Source: an optimization exercise on an open RTL-to-GDS flow (aim: small area). Production flows keep margins and buffers that such runs may drop.
The RTL was checked by simulation tests, not by an equivalence proof against the original design.
Power is estimated from default activity; no workload was simulated.

[design.v]
module reg_file_mp #(
  parameter int DATA_WIDTH = 32,
  parameter int ADDR_WIDTH = 5,
  parameter int NUM_RD     = 2
) (
  input  logic                         clk_i,
  input  logic                         rst_i,
  input  logic [NUM_RD-1:0]            rd_en_i,
  input  logic [NUM_RD*ADDR_WIDTH-1:0] raddr_i,
  output logic [NUM_RD*DATA_WIDTH-1:0] rdata_o,
  input  logic                         wa_en_i,
  input  logic [ADDR_WIDTH-1:0]        wa_addr_i,
  input  logic [DATA_WIDTH-1:0]        wa_data_i,
  input  logic                         wb_en_i,
  input  logic [ADDR_WIDTH-1:0]        wb_addr_i,
  input  logic [DATA_WIDTH-1:0]        wb_data_i,
  input  logic                         clr_i,
  output logic                         busy_o
);
  localparam int DEPTH = 2 ** ADDR_WIDTH;
  localparam int NGRP  = (DEPTH + 1 + 2) / 3;    
  localparam logic [ADDR_WIDTH-1:0] LAST_ADDR = '1;
  logic [ADDR_WIDTH-1:0]   r_cnt;
  logic                    r_busy;
  logic [DEPTH-1:0]        r_valid;
  logic [DATA_WIDTH-1:0]   r_mem [DEPTH];
  logic [DATA_WIDTH-1:0]   w_mem_nx [DEPTH];   
  logic [DEPTH-1:0]        w_sel_a;    
  logic [DEPTH-1:0]        w_sel_b;    
  logic [DEPTH-1:0]        w_hold;     
  logic [DEPTH-1:0]        w_valid_nx;
  assign busy_o = r_busy;
  always_ff @(posedge clk_i or posedge rst_i) begin
    if (rst_i) begin
      r_cnt  <= '0;
      r_busy <= 1'b0;
    end else if (r_busy) begin
      r_cnt  <= r_cnt + 1'b1;
      r_busy <= (r_cnt != LAST_ADDR);
    end else begin
      r_busy <= clr_i;
    end
  end
  for (genvar r = 0; r < DEPTH; r++) begin : g_wsel
    assign w_sel_b[r] = wb_en_i && (wb_addr_i == ADDR_WIDTH'(r));
    assign w_sel_a[r] = wa_en_i && (wa_addr_i == ADDR_WIDTH'(r)) && !w_sel_b[r];
    assign w_hold[r]  = !(w_sel_a[r] || w_sel_b[r]);
  end
  assign w_valid_nx = r_valid | w_sel_a | w_sel_b;
  always_ff @(posedge clk_i or posedge rst_i) begin
    if (rst_i) r_valid <= '0;
    else if (r_busy) r_valid <= '0;
    else r_valid <= w_valid_nx;
  end
  logic [DATA_WIDTH-1:0] w_wb_n;
  assign w_wb_n = ~wb_data_i;
  for (genvar r = 0; r < DEPTH; r++) begin : g_row
    logic w_nsel_b;
    assign w_nsel_b = !w_sel_b[r];
    for (genvar i = 0; i < DATA_WIDTH; i++) begin : g_bit
      reg_file_mp_wcell u_w (
        .hold_i (w_hold[r]),  .q_i   (r_mem[r][i]),
        .sel_a_i(w_sel_a[r]), .wa_i  (wa_data_i[i]),
        .nsel_b_i(w_nsel_b),  .nwb_i (w_wb_n[i]),
        .d_o    (w_mem_nx[r][i])
      );
    end
    always_ff @(posedge clk_i) r_mem[r] <= w_mem_nx[r];
  end
  for (genvar p = 0; p < NUM_RD; p++) begin : g_rd
    logic [ADDR_WIDTH-1:0] w_raddr;
    logic [DATA_WIDTH-1:0] r_rdata;
    logic                  w_rd;
    logic [3*NGRP-1:0]     w_sel;                  
    logic [DATA_WIDTH-1:0] w_term [3*NGRP];        
    logic [DATA_WIDTH-1:0] w_grp_n [NGRP];
    logic [DATA_WIDTH-1:0] w_next;
    assign w_raddr = raddr_i[p*ADDR_WIDTH +: ADDR_WIDTH];
    assign rdata_o[p*DATA_WIDTH +: DATA_WIDTH] = r_rdata;
    assign w_rd = rd_en_i[p] && !r_busy;
    for (genvar r = 0; r < DEPTH; r++) begin : g_rsel
      assign w_sel[r]  = w_rd && w_valid_nx[r] && (w_raddr == ADDR_WIDTH'(r));
      assign w_term[r] = w_mem_nx[r];
    end
    assign w_sel[DEPTH]  = !rd_en_i[p];
    assign w_term[DEPTH] = r_rdata;
    for (genvar t = DEPTH + 1; t < 3 * NGRP; t++) begin : g_pad
      assign w_sel[t]  = 1'b0;
      assign w_term[t] = '0;
    end
    for (genvar g = 0; g < NGRP; g++) begin : g_grp
      for (genvar i = 0; i < DATA_WIDTH; i++) begin : g_bit
        reg_file_mp_aoi222 u_grp (
          .a0_i(w_sel[3*g]),   .b0_i(w_term[3*g][i]),
          .a1_i(w_sel[3*g+1]), .b1_i(w_term[3*g+1][i]),
          .a2_i(w_sel[3*g+2]), .b2_i(w_term[3*g+2][i]),
          .y_no(w_grp_n[g][i])
        );
      end
    end
    for (genvar i = 0; i < DATA_WIDTH; i++) begin : g_or
      logic [NGRP-1:0] w_in;
      for (genvar g = 0; g < NGRP; g++) begin : g_in
        assign w_in[g] = w_grp_n[g][i];
      end
      reg_file_mp_nandn #(.N(NGRP)) u_or (
        .a_i(w_in),
        .y_o(w_next[i])
      );
    end
    always_ff @(posedge clk_i or posedge rst_i) begin
      if (rst_i) r_rdata <= '0;
      else r_rdata <= w_next;
    end
  end
endmodule
module reg_file_mp_aoi222 (
  input  logic a0_i,
  input  logic b0_i,
  input  logic a1_i,
  input  logic b1_i,
  input  logic a2_i,
  input  logic b2_i,
  output logic y_no
);
  assign y_no = ~((a0_i & b0_i) | (a1_i & b1_i) | (a2_i & b2_i));
endmodule
module reg_file_mp_nandn #(
  parameter int N = 11
) (
  input  logic [N-1:0] a_i,
  output logic         y_o
);
  assign y_o = ~&a_i;
endmodule
module reg_file_mp_wcell (
  input  logic hold_i,
  input  logic q_i,
  input  logic sel_a_i,
  input  logic wa_i,
  input  logic nsel_b_i,
  input  logic nwb_i,
  output logic d_o
);
  logic g;
  assign g   = ~((hold_i & q_i) | (sel_a_i & wa_i));
  assign d_o = ~((nsel_b_i | nwb_i) & g);
endmodule
[flow/run.sh]
#!/bin/bash
# Layout flow: the standard flow (standard.sh) step by step, with two
# changes: the port buffers are buf_1 cells, and the clock tree is built from
# clkbuf_8 sink clusters of at most 14 flip-flops without dummy loads. Each
# step's output goes to a log of its own in this folder.
set -euo pipefail

bash standard.sh synth > synth.log 2>&1
bash standard.sh floorplan > floorplan.log 2>&1
BUFFER_PORTS_ARGS="-buffer_cell sky130_fd_sc_hd__buf_1" \
  bash standard.sh place > place.log 2>&1
CTS_ARGS="-sink_clustering_enable -repair_clock_nets -dont_use_dummy_load -buf_list sky130_fd_sc_hd__clkbuf_8 -root_buf sky130_fd_sc_hd__clkbuf_16 -sink_clustering_size 14 -sink_clustering_max_diameter 70" \
  bash standard.sh cts > cts.log 2>&1
bash standard.sh route > route.log 2>&1
bash standard.sh finish > finish.log 2>&1
[standard.sh]
#!/bin/bash
# synth_recipe.tcl (not shown) runs the flow's synth.tcl, then flattens the netlist and writes it again
# the make line also repeats each setting of config.mk as NAME=value (left out here)
make -C /OpenROAD-flow-scripts/flow DESIGN_CONFIG=/design/flow/config.mk WORK_HOME=/design/flow/orfs CLKGATE_MAP_FILE= SYNTH_SCRIPT=/design/flow/synth_recipe.tcl "${@:-finish}"
[config.mk]
export PLATFORM = sky130hd
export DESIGN_NAME = reg_file_mp
export DESIGN_NICKNAME = reg_file_mp
export VERILOG_FILES = /design/flow/design.v
export SDC_FILE = /design/flow/constraint.sdc
export NUM_CORES = 8
export LEC_CHECK = 0
export CAP_MARGIN = 5
export CORE_MARGIN = 2
export CORE_UTILIZATION = 50
export PLACE_DENSITY = 0.65
export SLEW_MARGIN = 5
export SYNTH_HIERARCHICAL = 1
[constraint.sdc]
create_clock -name core_clock -period 5.0 [get_ports {clk_i}]
set_input_delay 1.0000 -clock core_clock [delete_from_list [all_inputs] [get_ports {clk_i}]]
set_output_delay 1.0000 -clock core_clock [all_outputs]
set_load 0.01 [all_outputs]
==> results of run 1 <==
[kinds of logic after synthesis]
family                   share of synthesized area
AO/OA/AOI/OAI                                0.438
flip-flops                                   0.492
AND/OR/NAND/NOR                             0.0604
buffers and inverters                      0.00843
XOR/XNOR                                  0.000560
multiplexers                              0.000694
adder cells (fa/ha/maj)                   0.000534
[Yosys stat by module, one instance, submodules excluded, a selection]
module | cells inside | flops+latches | times used
reg_file_mp | 1530 | 1126 | 1
reg_file_mp_aoi222 | 1 | 0 | 704
reg_file_mp_wcell | 2 | 0 | 1024
[metal layers]
| layer | wire length, um | global-route usage |
|---|---|---|
| met1 | 87800 | 0.641 |
| met2 | 97300 | 0.677 |
| met3 | 43100 | 0.196 |
| met4 | 24500 | 0.397 |
| met5 | 143 | 0.00657 |
[power breakdown]
| group | internal [mW] | switching [mW] |
|---|---|---|
| registers | 11.1 | 0.557 |
| logic | 1.47 | 2.72 |
| clock network | 1.82 | 3.14 |
| total | 14.4 | 6.42 |
[area by class of cell]
cell class              count  area [sq um]  share of cell area
flip-flops and latches   1126         23100               0.430
diodes                      3          7.51            0.000140
inverters                  36           138             0.00257
repair buffers            461          3200              0.0597
multi-input cells        3333         24300               0.453
well taps                1254          1570              0.0293
clock buffers              92          1370              0.0255
[registers in the layout (all words and copies together), names as in the netlist]
name / flops
g_rd.r_rdata: 64
r_busy: 1
r_cnt: 5
r_mem: 1024
r_valid: 32
[synthesized netlist by cell type]
| master | instances | area, sq um |
|---|---|---|
| xnor2_1 | 2 | 17.5 |
| nor2_2 | 1 | 6.26 |
| nand2_1 | 79 | 297 |
| nor3_1 | 64 | 320 |
| and4bb_2 | 4 | 50.1 |
| mux2_2 | 2 | 22.5 |
| and4bb_4 | 1 | 16.3 |
| a221oi_2 | 25 | 375 |
| or3_1 | 64 | 400 |
| nor4b_4 | 1 | 23.8 |
| dfxtp_1 | 1024 | 20500 |
| and3_1 | 1 | 6.26 |
| buf_1 | 6 | 22.5 |
| buf_2 | 18 | 90.1 |
| and2_1 | 34 | 213 |
| nand4_1 | 129 | 807 |
| a21oi_1 | 32 | 160 |
| mux2i_1 | 1 | 10.0 |
| buf_6 | 6 | 67.6 |
| nand2b_1 | 4 | 25.0 |
| nor3b_1 | 2 | 15.0 |
| nor4b_2 | 1 | 15.0 |
| clkbuf_1 | 4 | 15.0 |
| o21ai_1 | 1024 | 5120 |
| and4b_1 | 6 | 60.1 |
| nor4bb_1 | 1 | 10.0 |
| a221oi_1 | 3 | 26.3 |
| nor2b_1 | 8 | 50.1 |
| and4_1 | 2 | 17.5 |
| and3b_1 | 2 | 17.5 |
| buf_4 | 8 | 60.1 |
| xor2_1 | 1 | 8.76 |
| a221oi_4 | 4 | 105 |
| ha_1 | 2 | 25.0 |
| or2_2 | 2 | 12.5 |
| inv_1 | 36 | 135 |
| a222oi_1 | 704 | 7050 |
| dfrtp_1 | 102 | 2550 |
| nor2_1 | 35 | 131 |
| nand3_1 | 68 | 340 |
| a22oi_1 | 1024 | 7690 |
| clkbuf_2 | 1 | 5.00 |
[worst paths after layout]
check                                      end
setup / recovery            g_rd[0].r_rdata[4]
hold / removal                     r_valid[11]
setup reg to reg           g_rd[1].r_rdata[23]
hold reg to reg                       r_cnt[3]
max in group asynchronous  g_rd[0].r_rdata[18]
min in group core_clock               r_cnt[3]
==> results_dict.tcl, run 1 <==
set metrics [dict create \
    grt_max_degree 41 \
    leakagePower_nw 19.5 \
    cts_buffers 92 \
    avgSynthCellArea_sq_um 10.3 \
    io_pins 156 \
    tns_ns 0 \
    slew_viol_final 0 \
    cts_tree "yes" \
    r2r_slack_ns 1.45 \
    cts.clk_slew.worst_paths_ns 0.10 \
    max_cap_violations 0 \
    syn_area_sq_mm 0.0469 \
    required_ns 5.53 \
    num_vias 53500 \
    fin_util 0.575 \
    slew_headroom 0.107 \
    final.min_clock_period_ns 4.48 \
    ir_worst_vdd_mv 0.241 \
    rsz0062_at_grt "false" \
    clock-sinks 1126 \
    path_cells "buf_1 > and4b_1 > nand2_2 > and2_2 > buf_4 > buf_4 > a22oi_1 > o21ai_1 > a222oi_1 > nand4_1 > or3_1" \
    fp.dieH_um 310 \
    grt_use_total 0.505 \
    ys.warnings.count 16 \
    start_util 0.503 \
    start_kind "primary input" \
    hold_buffers 0 \
    fill_cells 8338 \
    hpwl_mm 149 \
    first_pass_iters 14 \
    die_x_um 310 \
    cts_resized 0 \
    postRouteAntennaNets 0 \
    stdcell_count 6305 \
    worstMarginPinSlew_ns 1.34 \
    wl_per_cell_um 40.1 \
    final_cell_area_sq_mm 0.0536 \
    pre_cts_ws_ns 0.143 \
    drive_gt1_frac 0.119 \
    status "complete, no violations" \
    first_global_vias 49400 \
    core_sq_mm 0.0932 \
    gp_congestion 1.03 \
    antenna_found_initial 7 \
    clock_skew_ns 0.0586 \
    nets 5143 \
    place_inst 6210 \
    wirelength_mm 253 \
    power.total_mw 20.8 \
    worst-path-buf-inv 3 \
    r2r-start "r_busy" \
    ys_ff_latch 1126 \
    crit_family "simple AND/OR/NAND/NOR gates" \
    fin_ws_ns 0.516 \
    syn_inst 4538 \
    fin_crit_sh 0.897 \
    post-cts-setup-buffers 0 \
    worst_setup_path_end_kind "register" \
    path_common_cell "buf_4" \
    synthDistinctLibCells 42 \
    worstPathArrival_ns 5.02 \
    ys_seq_area_frac 0.492 \
    area_growth_pct 14.3 \
    die_area_sq_mm 0.0962 \
    critical_path_class "primary input to register" \
    max_stage_delay_ns 0.80 \
    overflow 0 \
    final_cell_mix "a22oi_1, o21ai_1, dfxtp_1" \
    hold_ws_ns 0.416 \
    via_per_inst 8.49 \
    crit_slowest_cell "and4b_1" \
    htreeDepth 3 \
    timing.fmax_mhz 223 \
    drt_iter0_drc 13900 \
    critPathLaunch "wb_addr_i[4]" \
    reg2reg_depth 8 \
    clockBufferDepth 3 \
    io_buffers 155 \
    power.density_mw_per_mm2 388 \
    ctsRootBufferMaster "clkbuf_16" \
    hold_viol 0 \
    num_rows 112 \
    grt_pass1_wl_mm 354 \
    place_area_sq_mm 0.0522 \
    syn-num-nets 4631 \
    min_path_type "primary input to asynchronous set/reset pin" \
    setup_viol 0 \
    cp.depth 11 \
    clk_latency_ns 0.69 \
    drc 0 \
    path_max_fanout 18 \
]
==> run 2: changes to the inputs <==
==> flow/run.sh (replaced) <==
#!/bin/bash
# Layout flow: the standard flow (standard.sh) step by step, with two
# changes: the port buffers are buf_1 cells, and the clock tree is built from
# clkbuf_8 sink clusters of at most 13 flip-flops without dummy loads. Each
# step's output goes to a log of its own in this folder.
set -euo pipefail

bash standard.sh synth > synth.log 2>&1
bash standard.sh floorplan > floorplan.log 2>&1
BUFFER_PORTS_ARGS="-buffer_cell sky130_fd_sc_hd__buf_1" \
  bash standard.sh place > place.log 2>&1
CTS_ARGS="-sink_clustering_enable -repair_clock_nets -dont_use_dummy_load -buf_list sky130_fd_sc_hd__clkbuf_8 -root_buf sky130_fd_sc_hd__clkbuf_16 -sink_clustering_size 13 -sink_clustering_max_diameter 60" \
  bash standard.sh cts > cts.log 2>&1
bash standard.sh route > route.log 2>&1
bash standard.sh finish > finish.log 2>&1
--- a/config.mk
+++ b/config.mk
@@ -8,6 +8,6 @@
 export CAP_MARGIN = 5
 export CORE_MARGIN = 2
-export CORE_UTILIZATION = 50
-export PLACE_DENSITY = 0.65
+export CORE_UTILIZATION = 60
+export PLACE_DENSITY = 0.7
 export SLEW_MARGIN = 5
 export SYNTH_HIERARCHICAL = 1
==> run 2 against run 1 <==
Compared with the run above: core utilization up 11 points; global-route usage up 6.2 points; largest power group unchanged; count of clock-buffer cells in the layout up 9; clock skew is 0.016 ns lower; final cell count is 4.1% lower; design area shrank 1.3%; routed wire length shrank 4.9%; setup slack got worse by 0.084 ns; first-iteration DRC count shrank 2.0%; total power grew 0.61%; fmax shrank 1.8%; via count rose by 1.1%.
==> results_dict.tcl, run 2 <==
set metrics [dict create \
    tns_ns 0 \
    drc 0 \
    path_cells "buf_1 > nor2b_4 > buf_4 > nand2_2 > and2_2 > a22oi_1 > o21ai_1 > a222oi_1 > nand4_1 > or3_1" \
    power.density_mw_per_mm2 395 \
    crit_family "simple AND/OR/NAND/NOR gates" \
    worstReg2RegEnd "g_rd[0].r_rdata[31]" \
    wl_per_cell_um 39.8 \
    ys_top_cells_by_area "dfxtp_1, a22oi_1, a222oi_1" \
    top_register "r_mem" \
    r2r_slack_ns 1.10 \
    cts.clk_slew.worst_paths_ns 0.09 \
    max_stage_delay_ns 0.71 \
    ir_worst_vdd_mv 0.339 \
    fin_util 0.683 \
    fin_ws_ns 0.432 \
    crit_slowest_cell "nor2b_4" \
    path_max_fanout 32 \
    slew_headroom 0.131 \
    avgSynthCellArea_sq_um 10.3 \
    syn_area_sq_mm 0.0469 \
    io_buffers 155 \
    cp.depth 10 \
    gp_congestion 1.10 \
    grt_max_degree 55 \
    htreeDepth 3 \
    ctsRootBufferMaster "clkbuf_16" \
    hold_viol 0 \
    hold_start "r_cnt[3]" \
    hpwl_mm 137 \
    area_growth_pct 12.8 \
    setup_viol 0 \
    required_ns 5.52 \
    synthDistinctLibCells 42 \
    first_pass_iters 15 \
    core_sq_mm 0.0775 \
    final_cell_mix "a22oi_1, o21ai_1, dfxtp_1" \
    hold_buffers 0 \
    status "complete, no violations" \
    pre_cts_ws_ns 0.277 \
    worstPathArrival_ns 5.09 \
    whs_path_depth 1 \
    final.min_clock_period_ns 4.57 \
    max_cap_violations 0 \
    fin_crit_sh 0.914 \
    clockBufferDepth 3 \
    die_area_sq_mm 0.0804 \
    num_rows 102 \
    ys_seq_area_frac 0.492 \
    worst-path-buf-inv 2 \
    ys_ff_latch 1126 \
    nets 5095 \
    largest_reg_flops 1024 \
    reg2reg_depth 7 \
    largestRegisters "r_mem: 1024 flops, g_rd.r_rdata: 64 flops, r_valid: 32 flops" \
    grt_use_total 0.567 \
    cts_resized 0 \
    worstMarginPinSlew_ns 1.30 \
    syn-num-nets 4631 \
    slew_viol_final 0 \
    hold_ws_ns 0.483 \
    cts_buffers 101 \
    place_area_sq_mm 0.0514 \
    synth_largest_area_cell "dfxtp_1" \
    num_vias 54100 \
    syn_inst 4538 \
    async_flop_share 0.0906 \
    rsz0062_at_grt "false" \
    post-cts-setup-buffers 0 \
    worst_hold_path.endpoint "r_cnt[3]" \
    synth-edff-count 0 \
    via_per_inst 8.94 \
    die_x_um 284 \
    drt_iter0_drc 13700 \
    critical_path_class "primary input to register" \
    timing.fmax_mhz 219 \
    worst_setup_path_end_kind "register" \
    ys.warnings.count 16 \
    synth_top_area_frac 0.437 \
    start_kind "primary input" \
    postRouteAntennaNets 0 \
    grt_pass1_wl_mm 341 \
    min_path_type "register to register" \
    fp.dieH_um 284 \
    leakagePower_nw 19.3 \
    wirelength_mm 241 \
    clk_latency_ns 0.66 \
    synth_ff_type "dfxtp_1" \
    first_global_vias 50800 \
    clock_skew_ns 0.0429 \
    overflow 0 \
    antenna_found_initial 18 \
    final_cell_area_sq_mm 0.0529 \
    r2r-start "r_busy" \
    cts_tree "yes" \
    start_util 0.605 \
    drive_gt1_frac 0.110 \
    netlist_top_cells_count "a22oi_1, dfxtp_1, o21ai_1" \
    clock-sinks 1126 \
    io_pins 156 \
]
-- run 2: cell count changes in the layout (fill, tap and decap cells not counted), sizes merged --
cell,previous run,this run
diode,3,9
clkbuf,97,104
buf,456,401
-- run 2: logic make-up after synthesis --
| kind of cell | share of synthesized area |
|---|---|
| mux | 0.000694 |
| compound gates | 0.438 |
| flops | 0.492 |
| simple gates | 0.0604 |
| buf+inv | 0.00843 |
| fa+ha+maj | 0.000534 |
| xor+xnor | 0.000560 |
-- run 2: area by class of cell --
class / count / area, sq um
Tap cell: 1040 / 1300
Sequential cell: 1126 / 23100
Antenna cell: 9 / 22.5
Fill cell: 6460 / 24600
Clock buffer: 101 / 1490
Multi-Input combinational cell: 3333 / 24300
Timing Repair Buffer: 404 / 2640
Inverter: 36 / 138
-- run 2: layer usage --
layer | up-vias | track usage | wire length (um)
met5 | - | 0.00774 | 175
met4 | 20 | 0.481 | 25600
met3 | 1638 | 0.268 | 46400
met2 | 6215 | 0.750 | 90800
met1 | 25100 | 0.686 | 77700
li1 | 21200 | - | -
-- run 2: per-module statistics from Yosys, one instance, submodules excluded, excerpt --
module | cell area, sq um | flops+latches
reg_file_mp | 25500 | 1126
reg_file_mp_wcell | 12.5 | 0
reg_file_mp_aoi222 | 10.0 | 0
-- run 2: how the worst max path moves through the flow --
stage / startpoint / to
finish: wb_addr_i[0] / g_rd[0].r_rdata[31]
floorplan: wa_addr_i[4] / g_rd[0].r_rdata[0]
detailed placement: wb_addr_i[1] / g_rd[0].r_rdata[27]
global route: wb_addr_i[4] / g_rd[0].r_rdata[31]
global placement: wb_addr_i[4] / g_rd[0].r_rdata[27]
CTS: wb_addr_i[1] / g_rd[0].r_rdata[27]
-- run 2: per-stage QoR --
step | total power, mW | cells
6_report | 20.9 | 6049
5_1_grt | 21.7 | 6041
4_1_cts | 20.6 | 6040
3_5_place_dp | 15.8 | 5939
3_3_place_gp | 15.6 | 5939
2_1_floorplan | 14.6 | 4538
-- run 2: power breakdown --
part | switching [mW] | leakage, nW | internal [mW]
registers | 0.578 | 9.97 | 11.1
logic | 2.70 | 8.55 | 1.46
clock network | 3.12 | 0.772 | 1.98

re-timing with driven ports:
The flow's constraints put no driver on any port. The routed layouts listed below were extracted and timed again, unchanged, in two steps. Step 1 sets driving cells, clkbuf_16 on the clock port and buf_2 on the other inputs (assumed; they add their load-dependent delay and slew). Step 2 also shifts input and output timing later by t, the mid clock arrival at the registers, as if the neighbouring blocks saw the same clock. Slacks: ideal / step 1 / step 2; pairs: ideal / step 1.
run | t (ns) | slack for setup (ns) | hold WS [ns] | latest minus earliest clock arrival (ns) | worst slew at a driven data input, ns
run 1 | 0.726 | 0.516 / 0.563 / -0.163 | 0.416 / 0.362 / 0.484 | 0.070 / 0.070 | 0.04
run 2 | 0.714 | 0.432 / 0.486 / -0.228 | 0.483 / 0.444 / 0.483 | 0.043 / 0.043 | 0.04
Met with ideal ports but missed after step 2: setup timing in run 1 and run 2. For run 1, which loses most, drivers alone change the setup slack by +0.047 ns; drivers and shift together by -0.679 ns.
